What follows belongs to an exercise in optimizing a design on an open flow for small area, a short achievable clock period and few clock cycles per item; a production flow would make more cautious choices. The RTL was checked by simulation tests, not by an equivalence proof against the original design.

[design.v]
module mvm_seq_sat #(
    parameter int N      = 8,
    parameter int S      = 8,
    parameter int R      = 8,
    parameter int SIGNED = 1
) (
    input  logic             CLOCK_50,
    input  logic             reset_n,
    input  logic             in_valid,
    output logic             in_ready,
    input  logic [R*S*N-1:0] w,
    input  logic [S*N-1:0]   u,
    output logic             out_valid,
    input  logic             out_ready,
    output logic [R*N-1:0]   v
    ,
    output logic [R-1:0]     sat_flag
);
    function automatic logic [8:0] addsat(input logic [7:0] a, input logic [7:0] b);
        logic [8:0] s;
        logic       o;
        s = {a[7], a} + {b[7], b};
        o = s[8] ^ s[7];
        addsat = {o, o ? {s[8], {7{~s[8]}}} : s[7:0]};
    endfunction
    logic [511:0] w_q;
    logic [63:0]  u_q;
    always_ff @(posedge CLOCK_50) begin
        w_q <= w;
        u_q <= u;
    end
    logic [3:0]   one [8];
    logic [3:0]   two [8];
    logic [3:0]   neg [8];
    logic [6:1]   thr [8];
    logic [511:0] m_d;
    logic [63:0]  o_d;
    for (genvar i = 0; i < 8; i++) begin : g_col
        mvm_ucode u_code (
            .u  (u_q[i * 8 +: 8]),
            .one(one[i]),
            .two(two[i]),
            .neg(neg[i]),
            .thr(thr[i])
        );
        for (genvar r = 0; r < 8; r++) begin : g_row
            mvm_mulsat u_mul (
                .a  (w_q[(r * 8 + i) * 8 +: 8]),
                .one(one[i]),
                .two(two[i]),
                .neg(neg[i]),
                .thr(thr[i]),
                .us (u_q[i * 8 + 7]),
                .m  (m_d[(r * 8 + i) * 8 +: 8]),
                .o  (o_d[r * 8 + i])
            );
        end
    end
    logic [7:0]   f1_q;
    logic [511:0] mr1_q;
    always_ff @(posedge CLOCK_50) begin
        mr1_q <= m_d;
        for (int r = 0; r < 8; r++) f1_q[r] <= |o_d[r * 8 +: 8];
    end
    logic [63:0]  a2_d, a2_q;
    logic [7:0]   f2_d, f2_q;
    logic [255:0] mr2_q;
    always_comb begin
        for (int r = 0; r < 8; r++) begin
            logic [8:0] a;
            logic       f;
            a = {1'b0, mr1_q[r * 64 + (0 - 0) * 8 +: 8]};
            f = f1_q[r];
            for (int i = 1; i < 4; i++) begin
                a = addsat(a[7:0], mr1_q[r * 64 + (i - 0) * 8 +: 8]);
                f = f | a[8];
            end
            a2_d[r * 8 +: 8] = a[7:0];
            f2_d[r]          = f;
        end
    end
    always_ff @(posedge CLOCK_50) begin
        a2_q <= a2_d;
        f2_q <= f2_d;
        for (int r = 0; r < 8; r++) begin
            mr2_q[r * 32 +: 32] <= mr1_q[r * 64 + 32 +: 32];
        end
    end
    logic [63:0]  a3_d, a3_q;
    logic [7:0]   f3_d, f3_q;
    logic [127:0] mr3_q;
    always_comb begin
        for (int r = 0; r < 8; r++) begin
            logic [8:0] a;
            logic       f;
            a = {1'b0, a2_q[r * 8 +: 8]};
            f = f2_q[r];
            for (int i = 4; i < 6; i++) begin
                a = addsat(a[7:0], mr2_q[r * 32 + (i - 4) * 8 +: 8]);
                f = f | a[8];
            end
            a3_d[r * 8 +: 8] = a[7:0];
            f3_d[r]          = f;
        end
    end
    always_ff @(posedge CLOCK_50) begin
        a3_q <= a3_d;
        f3_q <= f3_d;
        for (int r = 0; r < 8; r++) begin
            mr3_q[r * 16 +: 16] <= mr2_q[r * 32 + 16 +: 16];
        end
    end
    logic [71:0] res;
    always_comb begin
        for (int r = 0; r < 8; r++) begin
            logic [8:0] a;
            logic       f;
            a = {1'b0, a3_q[r * 8 +: 8]};
            f = f3_q[r];
            for (int i = 6; i < 8; i++) begin
                a = addsat(a[7:0], mr3_q[r * 16 + (i - 6) * 8 +: 8]);
                f = f | a[8];
            end
            res[r * 8 +: 8] = a[7:0];
            res[64 + r]     = f;
        end
    end
    localparam int NS = 4;
    localparam int QB = 5;
    localparam int QD = 6;
    logic [NS-1:0]       vld_q, vld_d;
    logic [QB-1:0]       wp_q, rp_q;               
    logic [QB-1:0][71:0] b_q;
    logic [71:0]         e0_q, b_rd;
    logic [3:0]          nb_q, nb_d, nb_t, nb_n, inflight_d;
    logic                ov_q, ov_d, ov_t, ov_n, rdy_q, rdy_d, rdy_t, rdy_n;
    logic                acc_in, load, load_t, load_n, last, have;
    assign out_valid = ov_q;
    assign in_ready  = rdy_q;
    assign acc_in    = in_valid & rdy_q;
    assign vld_d     = {vld_q[NS-2:0], acc_in};
    assign last      = vld_q[NS-1];
    assign have      = (nb_q != '0) | last;
    assign load_t    = have;
    assign load_n    = have & ~ov_q;
    assign ov_t      = have;
    assign ov_n      = have | ov_q;
    assign nb_t      = nb_q + 4'(last) - 4'(load_t);
    assign nb_n      = nb_q + 4'(last) - 4'(load_n);
    assign rdy_t     = (nb_t + 4'(ov_t) + inflight_d) < 4'(QD);
    assign rdy_n     = (nb_n + 4'(ov_n) + inflight_d) < 4'(QD);
    assign load      = out_ready ? load_t : load_n;
    assign ov_d      = out_ready ? ov_t : ov_n;
    assign nb_d      = out_ready ? nb_t : nb_n;
    assign rdy_d     = out_ready ? rdy_t : rdy_n;
    always_comb begin
        inflight_d = '0;
        for (int k = 0; k < NS; k++) inflight_d = inflight_d + 4'(vld_d[k]);
        b_rd = '0;
        for (int k = 0; k < QB; k++) b_rd = b_rd | (b_q[k] & {72{rp_q[k]}});
    end
    always_ff @(posedge CLOCK_50 or negedge reset_n) begin
        if (!reset_n) begin
            vld_q <= '0;
            nb_q  <= '0;
            ov_q  <= 1'b0;
            rdy_q <= 1'b0;
            wp_q  <= 5'(1);
            rp_q  <= 5'(1);
        end else begin
            vld_q <= vld_d;
            nb_q  <= nb_d;
            ov_q  <= ov_d;
            rdy_q <= rdy_d;
            if (last) wp_q <= {wp_q[QB-2:0], wp_q[QB-1]};
            if (load) rp_q <= {rp_q[QB-2:0], rp_q[QB-1]};
        end
    end
    always_ff @(posedge CLOCK_50) begin
        for (int k = 0; k < QB; k++) begin
            if (last && wp_q[k]) b_q[k] <= res;
        end
        if (load) e0_q <= (nb_q != '0) ? b_rd : res;
    end
    assign v = e0_q[63:0];
    assign sat_flag = e0_q[71:64];
endmodule
module mvm_ucode (
    input  logic [7:0] u,
    output logic [3:0] one,
    output logic [3:0] two,
    output logic [3:0] neg,
    output logic [6:1] thr
);
    logic [8:0] ue;
    logic [6:0] uc;
    logic [6:0] tu;    
    assign ue = {u, 1'b0};
    assign uc = u[6:0] ^ {7{u[7]}};
    always_comb begin
        for (int k = 0; k < 4; k++) begin
            one[k] = ue[2*k] ^ ue[2*k+1];
            two[k] = (ue[2*k+2] & ~ue[2*k+1] & ~ue[2*k]) | (~ue[2*k+2] & ue[2*k+1] & ue[2*k]);
            neg[k] = ue[2*k+2];
        end
        for (int k = 0; k < 7; k++) tu[k] = |(uc >> k);
        for (int j = 1; j < 7; j++) thr[j] = tu[7-j];
    end
endmodule
module mvm_mulsat (
    input  logic [7:0] a,       
    input  logic [3:0] one,     
    input  logic [3:0] two,     
    input  logic [3:0] neg,     
    input  logic [6:1] thr,     
    input  logic       us,      
    output logic [7:0] m,       
    output logic       o        
);
    logic [9:0] ax;
    assign ax = {a[7], a, 1'b0};
    logic pp0_0;
    assign pp0_0 = ((one[0] & ax[1]) | (two[0] & ax[0])) ^ neg[0];
    logic pp0_1;
    assign pp0_1 = ((one[0] & ax[2]) | (two[0] & ax[1])) ^ neg[0];
    logic pp0_2;
    assign pp0_2 = ((one[0] & ax[3]) | (two[0] & ax[2])) ^ neg[0];
    logic pp0_3;
    assign pp0_3 = ((one[0] & ax[4]) | (two[0] & ax[3])) ^ neg[0];
    logic pp0_4;
    assign pp0_4 = ((one[0] & ax[5]) | (two[0] & ax[4])) ^ neg[0];
    logic pp0_5;
    assign pp0_5 = ((one[0] & ax[6]) | (two[0] & ax[5])) ^ neg[0];
    logic pp0_6;
    assign pp0_6 = ((one[0] & ax[7]) | (two[0] & ax[6])) ^ neg[0];
    logic pp0_7;
    assign pp0_7 = ((one[0] & ax[8]) | (two[0] & ax[7])) ^ neg[0];
    logic pp0_8;
    assign pp0_8 = ((one[0] & ax[9]) | (two[0] & ax[8])) ^ neg[0];
    logic pp1_0;
    assign pp1_0 = ((one[1] & ax[1]) | (two[1] & ax[0])) ^ neg[1];
    logic pp1_1;
    assign pp1_1 = ((one[1] & ax[2]) | (two[1] & ax[1])) ^ neg[1];
    logic pp1_2;
    assign pp1_2 = ((one[1] & ax[3]) | (two[1] & ax[2])) ^ neg[1];
    logic pp1_3;
    assign pp1_3 = ((one[1] & ax[4]) | (two[1] & ax[3])) ^ neg[1];
    logic pp1_4;
    assign pp1_4 = ((one[1] & ax[5]) | (two[1] & ax[4])) ^ neg[1];
    logic pp1_5;
    assign pp1_5 = ((one[1] & ax[6]) | (two[1] & ax[5])) ^ neg[1];
    logic pp1_6;
    assign pp1_6 = ((one[1] & ax[7]) | (two[1] & ax[6])) ^ neg[1];
    logic pp2_0;
    assign pp2_0 = ((one[2] & ax[1]) | (two[2] & ax[0])) ^ neg[2];
    logic pp2_1;
    assign pp2_1 = ((one[2] & ax[2]) | (two[2] & ax[1])) ^ neg[2];
    logic pp2_2;
    assign pp2_2 = ((one[2] & ax[3]) | (two[2] & ax[2])) ^ neg[2];
    logic pp2_3;
    assign pp2_3 = ((one[2] & ax[4]) | (two[2] & ax[3])) ^ neg[2];
    logic pp2_4;
    assign pp2_4 = ((one[2] & ax[5]) | (two[2] & ax[4])) ^ neg[2];
    logic pp3_0;
    assign pp3_0 = ((one[3] & ax[1]) | (two[3] & ax[0])) ^ neg[3];
    logic pp3_1;
    assign pp3_1 = ((one[3] & ax[2]) | (two[3] & ax[1])) ^ neg[3];
    logic pp3_2;
    assign pp3_2 = ((one[3] & ax[3]) | (two[3] & ax[2])) ^ neg[3];
    logic c1;
    assign c1 = pp0_2 ^ pp1_0 ^ neg[1];
    logic c2;
    assign c2 = (pp0_2 & pp1_0) | (pp0_2 & neg[1]) | (pp1_0 & neg[1]);
    logic c3;
    assign c3 = pp0_4 ^ pp1_2 ^ pp2_0;
    logic c4;
    assign c4 = (pp0_4 & pp1_2) | (pp0_4 & pp2_0) | (pp1_2 & pp2_0);
    logic c5;
    assign c5 = pp0_5 ^ pp1_3 ^ pp2_1;
    logic c6;
    assign c6 = (pp0_5 & pp1_3) | (pp0_5 & pp2_1) | (pp1_3 & pp2_1);
    logic c7;
    assign c7 = pp0_6 ^ pp1_4 ^ pp2_2;
    logic c8;
    assign c8 = (pp0_6 & pp1_4) | (pp0_6 & pp2_2) | (pp1_4 & pp2_2);
    logic c9;
    assign c9 = pp0_7 ^ pp1_5 ^ pp2_3;
    logic c10;
    assign c10 = (pp0_7 & pp1_5) | (pp0_7 & pp2_3) | (pp1_5 & pp2_3);
    logic c11;
    assign c11 = pp0_8 ^ pp1_6 ^ pp2_4;
    logic c12;
    assign c12 = c2 ^ pp0_3 ^ pp1_1;
    logic c13;
    assign c13 = (c2 & pp0_3) | (c2 & pp1_1) | (pp0_3 & pp1_1);
    logic c14;
    assign c14 = c6 ^ c7 ^ pp3_0;
    logic c15;
    assign c15 = (c6 & c7) | (c6 & pp3_0) | (c7 & pp3_0);
    logic c16;
    assign c16 = c8 ^ c9 ^ pp3_1;
    logic c17;
    assign c17 = (c8 & c9) | (c8 & pp3_1) | (c9 & pp3_1);
    logic c18;
    assign c18 = c10 ^ c11 ^ pp3_2;
    logic c19;
    assign c19 = c13 ^ c3 ^ neg[2];
    logic c20;
    assign c20 = (c13 & c3) | (c13 & neg[2]) | (c3 & neg[2]);
    logic c21;
    assign c21 = c20 ^ c4 ^ c5;
    logic c22;
    assign c22 = (c20 & c4) | (c20 & c5) | (c4 & c5);
    logic c23;
    assign c23 = c22 ^ c14 ^ neg[3];
    logic c24;
    assign c24 = (c22 & c14) | (c22 & neg[3]) | (c14 & neg[3]);
    logic c25;
    assign c25 = c24 ^ c15 ^ c16;
    logic c26;
    assign c26 = (c24 & c15) | (c24 & c16) | (c15 & c16);
    logic c27;
    assign c27 = c26 ^ c17 ^ c18;
    logic [8:0] p, ra, rb;
    assign ra = {c27, c25, c23, c21, c19, c12, c1, pp0_1, pp0_0};
    assign rb = {1'b0, 1'b0, 1'b0, 1'b0, 1'b0, 1'b0, 1'b0, 1'b0, neg[0]};
    logic [9:0] cr;
    assign cr[0] = 1'b0;
    for (genvar i = 0; i < 9; i++) begin : g_rc
        assign p[i]    = ra[i] ^ rb[i] ^ cr[i];
        assign cr[i+1] = (ra[i] & rb[i]) | (ra[i] & cr[i]) | (rb[i] & cr[i]);
    end
    logic t7, s;
    logic [6:1] ac;
    assign ac = a[6:1] ^ {6{a[7]}};
    assign t7 = |(ac & thr);
    assign o  = t7 | (p[8] ^ p[7]);
    assign s  = a[7] ^ us;
    assign m  = o ? {s, {7{~s}}} : p[7:0];
endmodule
module mvm_top (
    input  logic         CLOCK_50,
    input  logic         reset_n,
    input  logic         in_valid,
    output logic         in_ready,
    input  logic [511:0] w,
    input  logic [63:0]  u,
    output logic         out_valid,
    input  logic         out_ready,
    output logic [63:0]  v,
    output logic [7:0]   sat_flag
);
    mvm_seq_sat #(
        .N(8),
        .S(8),
        .R(8),
        .SIGNED(1)
    ) u_mvm (
        .CLOCK_50 (CLOCK_50),
        .reset_n  (reset_n),
        .in_valid (in_valid),
        .in_ready (in_ready),
        .w        (w),
        .u        (u),
        .out_valid(out_valid),
        .out_ready(out_ready),
        .v        (v),
        .sat_flag (sat_flag)
    );
endmodule
[config.mk]
export PLATFORM = sky130hd
export DESIGN_NAME = mvm_top
export DESIGN_NICKNAME = mvm_top
export VERILOG_FILES = /design/flow/design.v
export SDC_FILE = /design/flow/constraint.sdc
export NUM_CORES = 4
export LEC_CHECK = 0
export CAP_MARGIN = 20
export CORE_MARGIN = 2
export CORE_UTILIZATION = 40
export SLEW_MARGIN = 20
[run.sh]
#!/bin/bash
# synth_recipe.tcl (not shown) runs the flow's synth.tcl, then flattens the netlist and writes it again
# the make line also repeats each setting of config.mk as NAME=value (left out here)
make -C /OpenROAD-flow-scripts/flow DESIGN_CONFIG=/design/flow/config.mk WORK_HOME=/design/flow/orfs CLKGATE_MAP_FILE= SYNTH_SCRIPT=/design/flow/synth_recipe.tcl finish
[constraint.sdc]
create_clock -name core_clock -period 32.0 [get_ports {CLOCK_50}]
set_input_delay 6.4000 -clock core_clock [delete_from_list [all_inputs] [get_ports {CLOCK_50}]]
set_output_delay 6.4000 -clock core_clock [all_outputs]
set_load 0.01 [all_outputs]
==> results of run 1 <==
[registers in the layout, summed over array words and instances, names as in the netlist]
| name | flops |
|---|---|
| u_mvm.b_q | 360 |
| u_mvm.e0_q | 72 |
| u_mvm.mr1_q | 512 |
| u_mvm.u_q | 64 |
| u_mvm.rdy_q | 1 |
| u_mvm.a3_q | 64 |
| u_mvm.mr3_q | 128 |
| u_mvm.f2_q | 8 |
| u_mvm.wp_q | 5 |
| u_mvm.f1_q | 8 |
| u_mvm.w_q | 512 |
| u_mvm.vld_q | 4 |
| u_mvm.a2_q | 64 |
| u_mvm.rp_q | 5 |
| u_mvm.ov_q | 1 |
| u_mvm.f3_q | 8 |
| u_mvm.nb_q | 4 |
| u_mvm.mr2_q | 256 |
[synth_stat cells, types with 22 or more instances]
master and count:
a211oi_1 72, a21oi_1 1258, or3_1 35, buf_1 281, a221o_1 22, o21bai_1 59, o311a_1 115, a21o_1 158
and3_1 87, nand4_1 27, nor2b_1 389, ha_1 989, a22oi_1 364, nand2_1 1913, o22ai_1 191, xnor3_1 45
clkbuf_1 1234, o21ai_0 1442, nand2b_1 259, xnor2_1 916, edfxtp_1 432, a222oi_1 76, o21a_1 87, mux2_2 292
or2_2 53, o221ai_1 177, inv_1 837, nand3_1 258, nor2_1 1200, xor2_1 352, maj3_1 363, dfxtp_1 1624
a221oi_1 190, a31oi_1 224, and2_1 29, o21ai_1 24, mux2i_1 348, fa_1 763, o211ai_1 261, nor3_1 97
buf_2 50, o31ai_1 29
[cell usage in the layout (no fill, tap or decap), types with 432 or more instances in the layout]
cell	n
xnor2_1	915
clkdlybuf4s50_1	653
fa_1	763
o21ai_0	1441
a21oi_1	1258
ha_1	989
dfxtp_1	1576
inv_1	836
nor2_1	1200
nand2_1	1913
edfxtp_1	432
[final timing paths]
path	start	endpoint	slack (ns)	depth (start not counted)
setup / recovery	in_valid	u_mvm.rdy_q	23.45	14
hold / removal	u_mvm.mr1_q[288]	u_mvm.mr2_q[128]	0.29	0
setup reg to reg	u_mvm.u_q[43]	u_mvm.f1_q[3]	23.78	19
hold reg to reg	u_mvm.mr1_q[288]	u_mvm.mr2_q[128]	0.29	0
max in group asynchronous	reset_n	u_mvm.rp_q[1]	25.36	1
min in group asynchronous	reset_n	u_mvm.rdy_q	5.99	1
[logic make-up after synthesis]
kind of cell,Yosys count,synth area share [%]
buf+inv,2419,5.83
fa+ha+maj,2115,19.9
simple gates,4471,12.8
mux,661,4.45
compound gates,4978,20.0
flops,2076,29.2
xor+xnor,1325,7.86
[routing by layer]
layer  track usage (%)  part of all wire [%]  vias to the layer above
li1                  -                     -                    62506
met1              37.2                    46                    62827
met2              38.6                    43                     4980
met3              3.37                   7.2                      806
met4              9.77                   4.2                        8
met5                 0                0.0093                        -
[through the flow]
step / hold WS, ns / setup slack [ns] / utilization (%) / instance area (µm²)
floorplan: 0.310 / 23.10 / - / 157000
global placement: 0.310 / 22.43 / 42.4 / 166000
detailed placement: 0.312 / 22.52 / 42.5 / 166000
CTS: 0.295 / 23.51 / 44.5 / 175000
global route: 0.309 / 23.32 / 44.6 / 175000
finish: 0.292 / 23.45 / 44.6 / 175000
[worst max-delay path, stage by stage]
cell and delay, ns:
clkdlybuf4s50_1 0.39, and2_1 0.18, ha_1 0.28, inv_1 0.05, fa_1 0.56, inv_1 0.05, ha_1 0.25, o21ai_0 0.08
nand2b_1 0.10, inv_1 0.05, fa_1 0.50, o22ai_1 0.08, a211o_1 0.30, o21ai_1 0.12
[area by class of cell]
class | instances | area [µm²]
Tap cell | 5220 | 6530
Multi-Input combinational cell | 13550 | 102000
Inverter | 849 | 3190
Fill cell | 37836 | 217000
Antenna cell | 37 | 92.6
Sequential cell | 2076 | 46200
Clock buffer | 298 | 6410
Clock inverter | 136 | 1770
Timing Repair Buffer | 867 | 8230
==> flow_summary.yaml, run 1 <==
status:
  outcome: "timing/DRC/antenna clean"
clock_tree:
  htree_levels: 4
  cts_root_buf: "clkbuf_16"
  cts_num_sinks: 2076
  cts_buffers: 230
  cts_hold_buf: 0
  clkLatencyLatePin_ns: 0.98
  clk_pin_slew_ns: 0.06
  ctsResizeCount: 0
  cts_tree: "done"
  clock_path_buffers: 4
  cts_setup_buffers: 0
worst_setup_path:
  cp_max_fo: 2
  end_kind: "flip-flop"
  path_class: "primary input to flip-flop"
  start_kind: "primary input"
  critPathRequiredTime_ns: 32.85
  critical_path_arrival_ns: 9.40
timing:
  fin_crit_sh_pct: 26.7
  finalWorstPathRequiredPeriod_ns: 8.55
  fin_tns_setup_ns: 0
  slew_headroom_pct: 21.1
  clock_skew_ns: 0.0888
  setup_viol: 0
  finalMaxSlewViolations: 0
  fmax_mhz: 117
  finalHoldViolations: 0
  rsz0062_at_grt: "no"
  worstMarginPinSlew_ns: 1.18
synthesis:
  synth_nets: 20377
  synth_top_area_share_pct: 20.7
  yosysSeqAreaShare_pct: 29.2
  avgSynthCellArea_um2: 8.72
  yosys.area.top_type: "dfxtp_1"
  ys_ff_latch: 2076
  synth_area_um2: 157000
  synth-async-reset-ratio_pct: 0.963
  ys_warn_count: 6
  synth_cells: 18045
  synth_edf_count: 432
  synth.area.top_cells: "dfxtp_1 21%, fa_1 9.7%, edfxtp_1 8.2%"
  synth_cell_types: 109
  synthFlopType: "dfxtp_1"
place:
  place_congestion: 0.959
  dp_hpwl_mm: 393
  dp.cells: 22561
  port_buffers: 653
drt:
  first_pass_iters: 9
  initialDrtViolationCount: 13186
  ant_nets: 0
  vias: 131127
  totalWireLength_mm: 529
  vias_per_cell: 5.69
  drc_errors: 0
  avgRoutedWirePerCell_um: 23.0
die:
  core-area_um2: 392000
  dieWidth_um: 631
  io_pins: 654
  initial_utilization_pct: 40.1
  die_h_um: 631
  dieArea_um2: 398000
  rows: 230
global_route:
  grt_start_max_net_pins: 193
  grt-ovfl-total: 0
  antenna_found_initial: 58
  grt_pass1_vias: 120660
  grt_pass1_wl_mm: 785
  grt_use_total_pct: 25.7
final_layout:
  nNetsFinal: 19906
  stdcell_count: 23033
  drive_gt1_share_pct: 6.21
  area_growth_pct: 11.0
run:
  cap_violations: 0
hold_path:
  min_path_type: "flip-flop to flip-flop"
Testbench counts, summed over its fixed seeds: cycles 1,648, items 1,600.
==> inputs of run 2 (changes only) <==
--- a/design.v
+++ b/design.v
@@ -132,8 +132,8 @@
     logic [QB-1:0]       wp_q, rp_q;               
     logic [QB-1:0][71:0] b_q;
     logic [71:0]         e0_q, b_rd;
-    logic [3:0]          nb_q, nb_d, nb_t, nb_n, inflight_d;
-    logic                ov_q, ov_d, ov_t, ov_n, rdy_q, rdy_d, rdy_t, rdy_n;
+    logic [3:0]          nb_q, nb_d, nb_t, nb_n, tot_q, tot_d, tot_up, tot_dn;
+    logic                ov_q, ov_d, ov_t, ov_n, rdy_q, rdy_d, rdy_up, rdy_eq, rdy_dn, take;
     logic                acc_in, load, load_t, load_n, last, have;
     assign out_valid = ov_q;
     assign in_ready  = rdy_q;
@@ -147,15 +147,23 @@
     assign ov_n      = have | ov_q;
     assign nb_t      = nb_q + 4'(last) - 4'(load_t);
     assign nb_n      = nb_q + 4'(last) - 4'(load_n);
-    assign rdy_t     = (nb_t + 4'(ov_t) + inflight_d) < 4'(QD);
-    assign rdy_n     = (nb_n + 4'(ov_n) + inflight_d) < 4'(QD);
     assign load      = out_ready ? load_t : load_n;
     assign ov_d      = out_ready ? ov_t : ov_n;
     assign nb_d      = out_ready ? nb_t : nb_n;
-    assign rdy_d     = out_ready ? rdy_t : rdy_n;
+    assign take      = ov_q & out_ready;
+    assign tot_up    = tot_q + 4'(1);
+    assign tot_dn    = tot_q - 4'(1);
+    assign rdy_up    = tot_up < 4'(QD);
+    assign rdy_eq    = tot_q < 4'(QD);
+    assign rdy_dn    = tot_dn < 4'(QD);
+    always_comb begin
+        case ({acc_in, take})
+            2'b10:   begin tot_d = tot_up; rdy_d = rdy_up; end
+            2'b01:   begin tot_d = tot_dn; rdy_d = rdy_dn; end
+            default: begin tot_d = tot_q;  rdy_d = rdy_eq; end
+        endcase
+    end
     always_comb begin
-        inflight_d = '0;
-        for (int k = 0; k < NS; k++) inflight_d = inflight_d + 4'(vld_d[k]);
         b_rd = '0;
         for (int k = 0; k < QB; k++) b_rd = b_rd | (b_q[k] & {72{rp_q[k]}});
     end
@@ -163,6 +171,7 @@
         if (!reset_n) begin
             vld_q <= '0;
             nb_q  <= '0;
+            tot_q <= '0;
             ov_q  <= 1'b0;
             rdy_q <= 1'b0;
             wp_q  <= 5'(1);
@@ -170,6 +179,7 @@
         end else begin
             vld_q <= vld_d;
             nb_q  <= nb_d;
+            tot_q <= tot_d;
             ov_q  <= ov_d;
             rdy_q <= rdy_d;
             if (last) wp_q <= {wp_q[QB-2:0], wp_q[QB-1]};
--- a/config.mk
+++ b/config.mk
@@ -5,6 +5,7 @@
 export SDC_FILE = /design/flow/constraint.sdc
 export NUM_CORES = 4
 export LEC_CHECK = 0
+export ABC_AREA = 1
 export CAP_MARGIN = 20
 export CORE_MARGIN = 2
 export CORE_UTILIZATION = 40
==> flow_summary.yaml, run 2 <==
worst_setup_path:
  cp_max_fo: 45
  start_kind: "primary input"
  critPathRequiredTime_ns: 32.89
  cp_num_buf_inv: 4
  critPathMostFrequentCell: "nand2_1"
  path_class: "primary input to flip-flop"
  max_stage_delay_ns: 0.73
  end_kind: "flip-flop"
  slowest_stage: "buf_4"
  path_cells: "clkdlybuf4s50_1 -> inv_1 -> nand2_1 -> nand2_1 -> inv_4 -> buf_4 -> ha_1 -> nand2_1 -> nor2_1 -> xnor2_1"
  critical_path_arrival_ns: 9.20
  cpLargestDelayFamily: "buffers and inverters"
timing:
  fmax_mhz: 120
  finalWorstPathRequiredPeriod_ns: 8.32
  worstMarginPinSlew_ns: 1.25
  rsz0062_at_grt: "no"
  fin_crit_sh_pct: 26.0
  finalHoldViolations: 0
  clock_skew_ns: 0.0448
  slew_headroom_pct: 16.1
  setup_viol: 0
  finalMaxSlewViolations: 0
  fin_tns_setup_ns: 0
synthesis:
  synth_compound_gate_area_share_pct: 11.8
  synth.mux.area_fraction_pct: 0.223
  synth-async-reset-ratio_pct: 1.15
  synth.area.top_cells: "dfxtp_1 23%, fa_1 11%, xor2_1 10%"
  synth_top_cells_by_count: "3,793 x nand2_1, 2,131 x inv_1, 1,713 x xor2_1"
  synth_xor_area_share_pct: 12.4
  synth_area_um2: 144000
  synth_top_area_share_pct: 22.6
  synth_nets: 19680
  yosys.area.top_type: "dfxtp_1"
  synth-adder-area-share_pct: 19.2
  yosysSeqAreaShare_pct: 32.1
  ys_warn_count: 6
  synth.most_common_cell: "nand2_1"
  synth_top_family_by_area: "adder cells"
  avgSynthCellArea_um2: 8.28
  yosys.area_share.simple_pct: 16.8
  synth_cells: 17356
  synthFlopType: "dfxtp_1"
  synth_edf_count: 432
  ys_ff_latch: 2080
  synth_cell_types: 64
drt:
  drc_errors: 0
  first_pass_iters: 7
  vias_per_cell: 5.23
  initialDrtViolationCount: 10330
  totalWireLength_mm: 474
  avgRoutedWirePerCell_um: 20.8
  ant_nets: 0
  vias: 119274
die:
  dieArea_um2: 364000
  dieWidth_um: 603
  die_h_um: 603
  core-area_um2: 358000
  initial_utilization_pct: 40.1
  rows: 220
  io_pins: 654
clock_tree:
  clock_path_buffers: 4
  cts_hold_buf: 0
  clkLatencyLatePin_ns: 0.96
  cts_tree: "done"
  cts_root_buf: "clkbuf_16"
  cts_setup_buffers: 0
  clk_pin_slew_ns: 0.07
  ctsResizeCount: 0
  cts_num_sinks: 2080
  htree_levels: 4
  cts_buffers: 224
global_route:
  grt_pass1_wl_mm: 706
  grt_use_total_pct: 25.4
  grt_pass1_vias: 114311
  grt_start_max_net_pins: 60
  antenna_found_initial: 21
  grt-ovfl-total: 0
final_layout:
  area_growth_pct: 13.1
  drive_gt1_share_pct: 4.18
  reg_top3: "u_mvm.mr1_q x512, u_mvm.w_q x512, u_mvm.b_q x360"
  final_cell_mix: "3,792 x nand2_1, 2,122 x inv_1, 1,713 x xor2_1"
  final_common_cell: "nand2_1"
  nNetsFinal: 20126
  stdcell_count: 22785
status:
  outcome: "timing/DRC/antenna clean"
hold_path:
  min_path_type: "flip-flop to flip-flop"
place:
  place_congestion: 0.951
  port_buffers: 653
  dp.cells: 22349
  dp_hpwl_mm: 362
run:
  cap_violations: 0
-- run 2: metal layers --
metal | track usage [%] | share of wire [%] | vias up
met3 | 3.27 | 6.8 | 813
met5 | 0 | 0.0099 | -
met2 | 40.8 | 45 | 4432
met4 | 13.0 | 5.8 | 6
li1 | - | - | 57736
met1 | 33.5 | 43 | 56287
-- run 2: worst paths after layout --
kind	cells past startpoint	start	slack (ns)	end
setup / recovery	10	out_ready	23.68	u_mvm.nb_q[3]
hold / removal	0	u_mvm.mr1_q[236]	0.30	u_mvm.mr2_q[108]
setup reg to reg	27	u_mvm.u_q[49]	24.51	u_mvm.f1_q[7]
hold reg to reg	0	u_mvm.mr1_q[236]	0.30	u_mvm.mr2_q[108]
max in group asynchronous	2	reset_n	25.80	u_mvm.rp_q[1]
min in group asynchronous	2	reset_n	5.85	u_mvm.nb_q[3]
-- run 2: cell families after synthesis --
| family | after synthesis |
|---|---|
| DFF | 2080 |
| and+or+nand+nor | 5778 |
| AOI/OAI and AO/OA | 2920 |
| adders and majority gates | 1744 |
| muxes | 32 |
| xor gates and xnor gates | 2037 |
| buffers and inverters | 2765 |
-- run 2: through the flow --
step / hold slack [ns] / worst slack, ns / utilization [%] / cell area, µm²
finish: 0.300 / 23.68 / 45.3 / 162000
global route: 0.310 / 23.48 / 45.3 / 162000
CTS: 0.310 / 23.64 / 45.3 / 162000
detailed placement: 0.312 / 22.70 / 43.2 / 155000
global placement: 0.310 / 22.72 / 43.2 / 155000
floorplan: 0.310 / 23.14 / - / 144000
-- run 2: area by class of cell --
type	count	area (µm²)
Fill cell	35254	196000
Multi-Input combinational cell	12511	86800
Sequential cell	2080	46100
Inverter	2183	8210
Timing Repair Buffer	802	7650
Clock buffer	310	6400
Tap cell	4773	5970
Clock inverter	110	1270
Antenna cell	16	40.0
-- run 2: worst register-to-register path: stages, from the launching register on --
cell and delay (ns):
dfxtp_2 0.92, inv_2 0.66, nand2_1 0.23, nand2_1 0.21, nand2_1 0.12, buf_4 0.46, o22ai_1 0.19, xor2_1 0.19
fa_1 0.53, inv_1 0.05, fa_1 0.41, fa_1 0.42, inv_1 0.09, fa_1 0.21, fa_1 0.40, inv_1 0.07
ha_1 0.17, xor2_1 0.20, nand3b_1 0.16, nand2_1 0.06, nand3_1 0.06, nand2_1 0.07, nand2_1 0.06, nand2_1 0.07
nor2_4 0.27, nand2_1 0.16, nor2_1 0.72, nand3_1 0.19
Testbench counts of run 2, summed over its fixed seeds: cycles 1,648, items 1,600.

separate check: timing with driven ports:
In the flow no input, the clock included, has a driving cell. The finished layouts below were timed again as built, in two steps. Step 1 (the two cells are an assumption about what drives the block):
set clk [get_ports {CLOCK_50}]
set_driving_cell -lib_cell sky130_fd_sc_hd__clkbuf_16 $clk
set_driving_cell -lib_cell sky130_fd_sc_hd__buf_2 [delete_from_list [all_inputs] $clk]
Step 2 times the ports against the registers' clock, not the clock port: input delays grow and output delays shrink by t, the midpoint of the rising clock arrivals with the driver on. Slacks: ideal / step 1 / step 2; pairs: ideal / step 1.
run | t (ns) | slack for setup (ns) | hold WS [ns] | worst slew at a driven data input, ns
run 1 | 1.051 | 23.452 / 23.545 / 22.494 | 0.292 / 0.292 / 0.292 | 0.25
run 2 | 1.053 | 23.685 / 23.585 / 22.723 | 0.300 / 0.300 / 0.300 | 0.11
After both steps every run listed still meets setup and hold. The setup slack of run 2, which loses most, moves by -0.100 ns with the drivers and by -0.962 ns with both steps.
